This design comes from an exercise in tuning for small area, a short achievable clock period and few clock cycles per item on the open sky130 flow, not from production work. In this exercise RTL edits were held to simulation tests only and were not proved equivalent to the original. Power is estimated from default activity; no workload was simulated.

--- design.v ---
`default_nettype none
package ggef_pkg;
  localparam MAX_CELL_SIZE = 64;
  localparam GRID_CELLS    = 16;
  localparam GLYPH_COUNT   = 256;
  localparam CELL_POS_W  = $clog2(MAX_CELL_SIZE);
  localparam CELL_SIZE_W = CELL_POS_W + 1;
  localparam GRID_W      = $clog2(GRID_CELLS);
  localparam GLYPH_W     = $clog2(GLYPH_COUNT);
  localparam logic [GLYPH_W-1:0]     LETTER_A_IDX  = GLYPH_W'(65);
  localparam logic [CELL_SIZE_W-1:0] CELL_SIZE_RST = CELL_SIZE_W'(8);
  localparam logic [CELL_SIZE_W-1:0] CELL_SIZE_MAX = CELL_SIZE_W'(MAX_CELL_SIZE);
  localparam logic CFG_CELL_WIDTH  = 1'b0;
  localparam logic CFG_CELL_HEIGHT = 1'b1;
  localparam logic OP_PIXEL = 1'b0;
  localparam logic OP_QUERY = 1'b1;
  localparam logic ST_IDLE = 1'b0;
  localparam logic ST_EXEC = 1'b1;
  localparam EXT_W   = 2 * CELL_POS_W + 1;
  localparam EXT_VLD = 2 * CELL_POS_W;
  function automatic logic [CELL_SIZE_W-1:0] eff_size(input logic [CELL_SIZE_W-1:0] v);
    logic [CELL_SIZE_W-1:0] r;
    r = v;
    if (v == '0) begin
      r = CELL_SIZE_W'(1);
    end else if (v > CELL_SIZE_MAX) begin
      r = CELL_SIZE_MAX;
    end
    eff_size = r;
  endfunction
endpackage
`default_nettype wire
`default_nettype none
module glyph_grid_extent_finder (
  input  wire logic                        clk,
  input  wire logic                        rst_n,
  input  wire logic                        cfg_we,
  input  wire logic                        cfg_index,
  input  wire logic [6:0]                  cfg_data,
  input  wire logic                        in_valid,
  output      logic                        in_stall,
  input  wire logic                        in_op,
  input  wire logic                        in_frame_start,
  input  wire logic [31:0]                 in_pixel_value,
  input  wire logic [7:0]                  in_glyph_index,
  output      logic                        out_valid,
  input  wire logic                        out_stall,
  output      logic [9:0]                  out_glyph_x,
  output      logic [10:0]                 out_glyph_y,
  output      logic [6:0]                  out_glyph_w,
  output      logic [6:0]                  out_glyph_h,
  output      logic [5:0]                  out_space_width,
  output      logic [6:0]                  out_line_height
);
  localparam logic [11:0] EMPTY = {6'd63, 6'd0};
  logic [6:0]  cw_r, ch_r;
  logic [5:0]  cwm1_r, chm1_r;
  logic [6:0]  cfg_eff;
  logic [31:0] bg_r;
  logic [7:0]  t_r;
  logic        sk_v, sk_op, sk_fs, sk_ink;
  logic [7:0]  sk_gi;
  logic        v1, op1, fs1, ink1;
  logic [7:0]  gi1;
  logic [7:0]  ra1;               
  logic [7:0]  pa;                
  logic [5:0]  icc_r, icr_r;
  logic [3:0]  cc_r, cr_r;
  logic [6:0]  top_r, abot_r;
  logic [11:0] ring [256];
  logic [11:0] rb   [16];          
  logic [15:0] pend;               
  logic        fl;                 
  logic        v2;
  logic        s2_rd;             
  logic        par2;              
  logic [11:0] rd2;
  logic [9:0]  px2;
  logic [10:0] y2;
  logic [6:0]  h2, lh2;
  logic        ov;
  logic [9:0]  ox;
  logic [10:0] oy;
  logic [6:0]  ow, oh, olh;
  logic [15:0] touched;
  logic        touched_any;
  always_comb begin
    for (int c = 0; c < 16; c++)
      touched[c] = (icr_r != 6'd0) || (4'(c) < cc_r) || ((4'(c) == cc_r) && (icc_r != 6'd0));
    touched_any = (icr_r != 6'd0) || (cc_r != 4'd0) || (icc_r != 6'd0);
  end
  logic take, out_free, s2_free, fs_ready, s1_go, s1_free, s1_load, pix1, pproc, mark;
  assign take     = in_valid && !sk_v;
  assign out_free = !ov || !out_stall;
  assign s2_free  = !v2 || (out_free && !s2_rd);
  assign fs_ready = (pend == 16'd0) && (fl || !touched_any);
  assign s1_go    = v1 && (op1 ? (s2_free && !(v2 && s2_rd)) : (!fs1 || fs_ready));
  assign s1_free  = !v1 || s1_go;
  assign s1_load  = s1_free && (sk_v || take);
  assign pix1     = v1 && !op1;
  assign pproc    = pix1 && (!fs1 || fs_ready);
  assign mark     = pix1 && fs1 && !fl && touched_any;
  logic [5:0]  p_icc, p_icr;
  logic [3:0]  p_cc, p_cr;
  logic [6:0]  e_top, e_abot;
  logic        first, icc_last, icr_last;
  logic [11:0] base, merged;
  logic [5:0]  m_left, m_right;
  logic [5:0]  icc_d, icr_d;
  logic [3:0]  cc_d, cr_d;
  logic [6:0]  top_d, abot_d;
  always_comb begin
    p_icc  = fs1 ? 6'd0 : icc_r;
    p_icr  = fs1 ? 6'd0 : icr_r;
    p_cc   = fs1 ? 4'd0 : cc_r;
    p_cr   = fs1 ? 4'd0 : cr_r;
    e_top  = fs1 ? ch_r : top_r;
    e_abot = fs1 ? ch_r : abot_r;
    first  = (p_icc == 6'd0) && (p_icr == 6'd0);
    base   = first ? EMPTY : rb[0];
    m_left  = base[11:6];
    m_right = base[5:0];
    if (ink1 && (p_icc < base[11:6])) m_left  = p_icc;
    if (ink1 && (p_icc > base[5:0]))  m_right = p_icc;
    merged = {m_left, m_right};
    top_d  = e_top;
    abot_d = e_abot;
    if (ink1 && ({1'b0, p_icr} < e_top)) top_d = {1'b0, p_icr};
    if (ink1 && ({p_cr, p_cc} == 8'd65)) abot_d = {1'b0, p_icr};
    icc_last = (p_icc == cwm1_r);
    icr_last = (p_icr == chm1_r);
    icc_d = p_icc + 6'd1;
    cc_d  = p_cc;
    icr_d = p_icr;
    cr_d  = p_cr;
    if (icc_last) begin
      icc_d = 6'd0;
      cc_d  = p_cc + 4'd1;
      if (p_cc == 4'd15) begin
        icr_d = p_icr + 6'd1;
        if (icr_last) begin
          icr_d = 6'd0;
          cr_d  = p_cr + 4'd1;
        end
      end
    end
  end
  logic        wb_en;
  logic [11:0] wb_data;
  logic [15:0] wsel;
  logic [3:0]  wbc_r, wbi_r;
  logic [15:0] hot_r;
  logic        wb_touched;
  logic [7:0]  t_n;
  logic [3:0]  tk_n, cr_n, cc_n, wbc_n;
  always_comb begin
    wb_en      = pend[wbc_r];
    wb_touched = (icr_r != 6'd0) || (wbc_r < cc_r) || ((wbc_r == cc_r) && (icc_r != 6'd0));
    wb_data    = rb[wbi_r];
    for (int k = 0; k < 16; k++)
      wsel[k] = wb_en && (wb_touched ? hot_r[k] : hot_r[(k + 1) % 16]);
    t_n   = t_r + 8'd1;
    tk_n  = t_n[7:4] + 4'(t_n[3:0] != 4'd0);
    cr_n  = pproc ? cr_d : cr_r;
    cc_n  = pproc ? cc_d : cc_r;
    wbc_n = wbc_r - 4'd1;
  end
  logic [5:0]  ring_rd;
  logic [11:0] rb_rd;
  logic        q_use_rb;
  logic [3:0]  q_r, q_c;
  logic [9:0]  q_px;
  logic [10:0] q_y;
  logic [6:0]  q_h, q_lh;
  always_comb begin
    q_r      = gi1[7:4];
    q_c      = gi1[3:0];
    ring_rd  = ring[pa][11:6];
    rb_rd    = rb[4'(q_c - cc_r)];
    q_use_rb = (touched[q_c] && (q_r == cr_r)) ||
               (pend[q_c] && !touched[q_c] && (q_r == cr_r - 4'd1));
    q_px = 10'(q_c * cw_r);
    q_y  = 11'(q_r * ch_r) + 11'(top_r);
    q_h  = (ch_r > top_r) ? ch_r - top_r : 7'd0;
    q_lh = (abot_r > top_r) ? abot_r - top_r : 7'd0;
  end
  logic        r_vld;
  logic [9:0]  r_x;
  logic [6:0]  r_w;
  always_comb begin
    r_vld = rd2[11:6] <= rd2[5:0];
    r_x   = r_vld ? px2 + 10'(rd2[11:6]) : px2;
    r_w   = r_vld ? 7'(rd2[5:0]) - 7'(rd2[11:6]) + 7'd1 : cw_r;
  end
  logic        t_ink;
  logic [7:0]  ld_gi;
  assign t_ink = !in_frame_start && (in_pixel_value != bg_r);
  assign ld_gi = sk_v ? sk_gi : in_glyph_index;
  assign cfg_eff = (cfg_data == 7'd0) ? 7'd1 : (cfg_data > 7'd64) ? 7'd64 : cfg_data;
  always_ff @(posedge clk) begin
    if (!rst_n) begin
      cw_r   <= 7'd8;
      ch_r   <= 7'd8;
      cwm1_r <= 6'd7;
      chm1_r <= 6'd7;
      bg_r   <= '0;
      t_r    <= '0;
      wbc_r  <= '0;
      wbi_r  <= '0;
      hot_r  <= 16'd1;
      sk_v   <= 1'b0;
      v1     <= 1'b0;
      v2     <= 1'b0;
      s2_rd  <= 1'b0;
      ov     <= 1'b0;
      icc_r  <= '0;
      cc_r   <= '0;
      icr_r  <= '0;
      cr_r   <= '0;
      top_r  <= 7'd8;
      abot_r <= 7'd8;
      pend   <= '0;
      fl     <= 1'b0;
    end else begin
      if (cfg_we) begin
        if (cfg_index == 1'b0) begin
          cw_r   <= cfg_eff;
          cwm1_r <= 6'(cfg_eff - 7'd1);
        end else begin
          ch_r   <= cfg_eff;
          chm1_r <= 6'(cfg_eff - 7'd1);
        end
      end
      t_r   <= t_n;
      wbc_r <= wbc_n;
      wbi_r <= wbc_n - cc_n;
      for (int k = 0; k < 16; k++) hot_r[k] <= (4'(cr_n + tk_n) == 4'(k));
      if (take && !in_op && in_frame_start) bg_r <= in_pixel_value;
      if (sk_v) begin
        if (s1_free) sk_v <= 1'b0;
      end else if (take && !s1_free) begin
        sk_v <= 1'b1;
      end
      if (s1_free) v1 <= sk_v || take;
      if (s2_free) v2 <= v1 && op1 && s1_go;
      s2_rd <= s2_free && v1 && op1 && s1_go && !q_use_rb;
      if (out_free) ov <= v2 && !s2_rd;
      if (pproc) begin
        icc_r  <= icc_d;
        cc_r   <= cc_d;
        icr_r  <= icr_d;
        cr_r   <= cr_d;
        top_r  <= top_d;
        abot_r <= abot_d;
      end
      if (pproc) fl <= 1'b0;
      else if (mark) fl <= 1'b1;
      for (int c = 0; c < 16; c++) begin
        if ((mark && touched[c]) || (pproc && icc_last && icr_last && (p_cc == 4'(c))))
          pend[c] <= 1'b1;
        else if (wb_en && (wbc_r == 4'(c)))
          pend[c] <= 1'b0;
      end
    end
  end
  always_ff @(posedge clk) begin
    for (int p = 0; p < 256; p++) begin
      if ((p % 16) == 1 && wsel[p / 16]) ring[p] <= {wb_data[5:0], wb_data[11:6]};
      else ring[p] <= {ring[(p + 255) % 256][5:0], ring[(p + 255) % 256][11:6]};
    end
  end
  always_ff @(posedge clk) begin
    if (pproc) begin
      if (icc_last) begin
        for (int i = 0; i < 15; i++) rb[i] <= rb[i + 1];
        rb[15] <= merged;
      end else begin
        rb[0] <= merged;
      end
    end
  end
  always_ff @(posedge clk) begin
    if (!sk_v) begin
      sk_op  <= in_op;
      sk_fs  <= in_frame_start;
      sk_ink <= t_ink;
      sk_gi  <= in_glyph_index;
    end
    if (s1_load) begin
      op1  <= sk_v ? sk_op  : in_op;
      fs1  <= sk_v ? sk_fs  : in_frame_start;
      ink1 <= sk_v ? sk_ink : t_ink;
      gi1  <= ld_gi;
      ra1  <= ld_gi + t_r + 8'd1;
    end else begin
      ra1  <= ra1 + 8'd1;
    end
    if (s2_free && v1 && op1 && s1_go && !q_use_rb) pa <= ra1 + 8'd1;
    else if (s1_load)                               pa <= ld_gi + t_r + 8'd1;
    else                                            pa <= ra1 + 8'd1;
    if (s2_free && v1 && op1) begin
      par2 <= pa[0];
      if (q_use_rb)   rd2        <= rb_rd;
      else if (pa[0]) rd2[5:0]   <= ring_rd;
      else            rd2[11:6]  <= ring_rd;
      px2 <= q_px;
      y2  <= q_y;
      h2  <= q_h;
      lh2 <= q_lh;
    end
    if (s2_rd) begin
      if (par2) rd2[11:6] <= ring_rd;
      else      rd2[5:0]  <= ring_rd;
    end
    if (out_free && v2 && !s2_rd) begin
      ox  <= r_x;
      oy  <= y2;
      ow  <= r_w;
      oh  <= h2;
      olh <= lh2;
    end
  end
  assign in_stall        = sk_v;
  assign out_valid       = ov;
  assign out_glyph_x     = ox;
  assign out_glyph_y     = oy;
  assign out_glyph_w     = ow;
  assign out_glyph_h     = oh;
  assign out_space_width = cw_r[6:1];
  assign out_line_height = olh;
endmodule
`default_nettype wire
--- run.sh ---
#!/bin/bash
# synth_recipe.tcl (not shown) runs the flow's synth.tcl, then flattens the netlist and writes it again
# the make line also repeats each setting of config.mk as NAME=value (left out here)
make -C /OpenROAD-flow-scripts/flow DESIGN_CONFIG=/design/flow/config.mk WORK_HOME=/design/flow/orfs CLKGATE_MAP_FILE= SYNTH_SCRIPT=/design/flow/synth_recipe.tcl finish
--- config.mk ---
export PLATFORM = sky130hd
export DESIGN_NAME = glyph_grid_extent_finder
export DESIGN_NICKNAME = glyph_grid_extent_finder
export VERILOG_FILES = /design/flow/design.v
export SDC_FILE = /design/flow/constraint.sdc
export NUM_CORES = 4
export LEC_CHECK = 0
export CAP_MARGIN = 20
export CORE_MARGIN = 2
export CORE_UTILIZATION = 50
export PLACE_DENSITY = 0.6
export SETUP_SLACK_MARGIN = 4.8
export SLEW_MARGIN = 20
export TNS_END_PERCENT = 10
--- constraint.sdc ---
create_clock -name core_clock -period 8.0 [get_ports {clk}]
set_input_delay 1.6000 -clock core_clock [delete_from_list [all_inputs] [get_ports {clk}]]
set_output_delay 1.6000 -clock core_clock [all_outputs]
set_load 0.01 [all_outputs]
==> out/results.tsv <==
metric	value	unit
Synth Area per Inst	12.94	um^2
crit path time final	3797	ps
CP Max Fanout	53	
DRT Pass-1 Iters	10	
RSZ-0062 raised after global routing	true	
Clock Power Share	38.6	%
worst clock skew	135.8	ps
post-synthesis sequential area ratio	72.13	%
largest stage delay on the critical path	680	ps
Worst Tran Pin Value	1113	ps
Synth top area share	63.87	%
Slew HR	25.50	%
Post-DP Area	106800	um^2
# fillers	15502	
Synth Register Bits	3538	
placer's final routability congestion estimate	1.044	
DP Wirelength	262700	um
clock tree buffer depth	4	
vias per cell	6.347	
synth warn	3	
part of the power in combinational logic	16.0	%
worst-case hold slack	263.4	ps
slowest CP cell	a22oi_1	
Leak	48.50	nW
count of cell types in the netlist	93	
synthesized area	102100	um^2
CTS hold repair buffers	0	
Initial DRC Count	11582	
count of input and output buffers	104	
Tot GR Track Use	38.18	%
total negative slack	0	ps
EDFF count, synth	281	
Req. time, crit path	8820	ps
CTS tree	yes	
io pins	105	
Design Area, Final	126200	um^2
worst hold path type	reg -> reg	
post-synth top area cell	dfxtp_1	
worst path cell trace	buf_4 -> buf_16 -> nor4bb_4 -> clkbuf_16 -> a22oi_1 -> o22ai_2 -> nor2_1 -> nand4_1 -> nor4_4 -> a31oi_4 -> nor2b_1 -> a221o_1	
largest net degree at the start of global routing	81	
DRC viols	0	
initial antenna violation count	42	
Non-Filler Instances	11472	
Peak VDD IR	0.0002881	V
routed vias	72812	
Slew Viols, Final	0	
Max-Cap Viols	0	
final setup fails	0	
asr flop ratio synth	0	%
sequential group share of total power	45.4	%
Core Footprint	202500	um^2
aggregate global routing overflow	0	
number of global-route vias before repair	68490	
nets@finish	8732	
CTS buffer count	349	
H-tree depth	5	
Internal Power	30.62	mW
DP Cell Count	10431	
Starting Density	50.41	%
final antenna-violating net count	0	
die area	207800	um^2
top cells by count, synth	dfxtp_1 (3257), nand3_1 (557), a22oi_1 (385), nand2_1 (379), edfxtp_1 (281)	
clock sink total	3538	
final worst-path cycle share	47.46	%
worst endpoint data arrival time	4620	ps
CP Launch Type	register	
Die Y	455.9	um
Sw Share	28.38	%
clk slew on worst S/H paths	60	ps
row cnt	165	
first-pass GRT wire length	553500	um
FMAX	263.4	MHz
NetSw	12.14	mW
total power	42.76	mW
WL/cell	36.37	um
status	finished clean	
count leader, synth	dfxtp_1	
most used flip-flop cell after synthesis	dfxtp_1	
Synth-to-Final Area Change	23.65	%
cells after synthesis	7890	
Root Buffer	clkbuf_16	
crit end category	register	
WL final	417200	um
Syn Nets	8101	
Die W	455.9	um
top cells by area, synth	dfxtp_1 (64%), edfxtp_1 (8.3%), a22oi_1 (2.8%), nand3_1 (2.7%), mux2_2 (2.3%)	
WS Path Type	reg -> reg	
clk latency of the worst-skew pair	1020	ps
Hold Fails Final Rpt	0	
PD cells	338.8	nW/um^2
share of cells above drive strength 1	21.24	%
per-stage QoR:
| stage | util (%) | setup slack [ps] |
|---|---|---|
| floorplan | - | 2382 |
| detailed placement | 52.73 | 2702 |
| global placement | 52.71 | 2734 |
| global route | 62.31 | 4175 |
| CTS | 61.10 | 4353 |
| finish | 62.33 | 4203 |
critical path: cells and delay by family, from the launching register on:
| kind | cells | cell delay (ps) |
|---|---|---|
| buffers and inverters | 3 | 620 |
| DFF | 1 | 450 |
| AOI/OAI and AO/OA | 4 | 1440 |
| and+or+nand+nor | 5 | 1100 |
state kept, by name (all words and copies together) (netlist names), 8 cells and up:
name,flops
sk_gi,8
ring,3072
y2,11
rd2,12
px2,10
rb,192
ra1,8
gi1,8
t_r,8
hot_r,16
bg_r,32
pa,8
oy,11
pend,16
ox,10
final timing paths:
path / endpoint / depth (start not counted) / slack (ps) / from
hold reg to reg: ring[183][7] / 0 / 260 / ring[182][1]
setup / recovery: rd2[3] / 12 / 4200 / pa[4]
setup reg to reg: rd2[3] / 12 / 4200 / pa[4]
hold / removal: ring[183][7] / 0 / 260 / ring[182][1]
layout by cell type (no fill, tap or decap), types with 109 or more instances in the layout:
master	count
dfxtp_1	3221
nand3_1	543
buf_4	384
clkbuf_16	366
a22oi_1	348
nand2_1	343
edfxtp_1	281
mux2_2	207
a21oi_1	166
nand4_1	163
nor2_1	161
o21ai_0	121
inv_1	119
o22ai_1	109
ha_1	109
cells by family after synthesis:
logic type                 count (synthesis)  share of synthesized area (%)
AOI/OAI and AO/OA                       1416                          9.832
xor gates and xnor gates                 126                          1.088
adders and majority gates                156                          2.169
buffers and inverters                    580                          2.336
DFF                                     3538                          72.13
muxes                                    300                          3.416
and+or+nand+nor                         1774                          9.025
final cells by class:
cell class | count | area, um^2 | area share (%)
Sequential cell | 3538 | 73730 | 58.41
Multi-Input combinational cell | 3781 | 28920 | 22.91
Clock buffer | 473 | 9955 | 7.886
Timing Repair Buffer | 715 | 8087 | 6.406
Tap cell | 2672 | 3343 | 2.649
Clock inverter | 138 | 1590 | 1.260
Inverter | 136 | 558.0 | 0.4421
Antenna cell | 19 | 47.55 | 0.03767
what timing repair did:
item / in CTS / in global routing
endpoints found under the setup margin: 557 / 466
pin swaps: 131 / 126
gates resized for setup: 526 / 267
gates cloned: 33 / 14
buffers inserted: 240 / 122
per-layer routing:
layer	wire, um	GRT usage (%)	vias to the layer above
li1	-	-	29645
met1	151700	47.21	35471
met2	173800	56.21	5767
met3	53320	12.73	1891
met4	37890	26.74	38
met5	518	0	-
power groups by stage:
stage	logic, mW	clock network, mW	registers [mW]
global route	6.71	17.3	19.4
floorplan	2.29	0	19.4
detailed placement	4.45	0	19.9
global placement	4.41	0	19.9
CTS	5.92	16.6	19.4
finish	6.83	16.5	19.4
Testbench counts, summed over its fixed seeds: cycles 44,030, items 41,958.

port drivers added, routing unchanged:
The flow's constraints put no driver on any port. The routed layout listed below was extracted and timed again, unchanged, in two steps. Step 1: set_driving_cell puts a clkbuf_16 on clk and a buf_2 on each other input, an assumption about the parent block. Step 2 adds t to the input delays and takes it off the output delays; t is the mean of the earliest and latest rising clock arrival at the registers after step 1. Input paths then give back, and output paths get back, about the clock's delay inside the block. Slacks: ideal / step 1 / step 2; pairs: ideal / step 1.
t, ns: 1.038
setup WS [ns]: 4.203 / 4.203 / 3.774
worst setup path at the end: input to register
worst data-port slew with drivers (ns): 0.06
After both steps this run still meets setup and hold. The setup slack of this run moves by 0.000 ns with the drivers and by -0.429 ns with both steps.
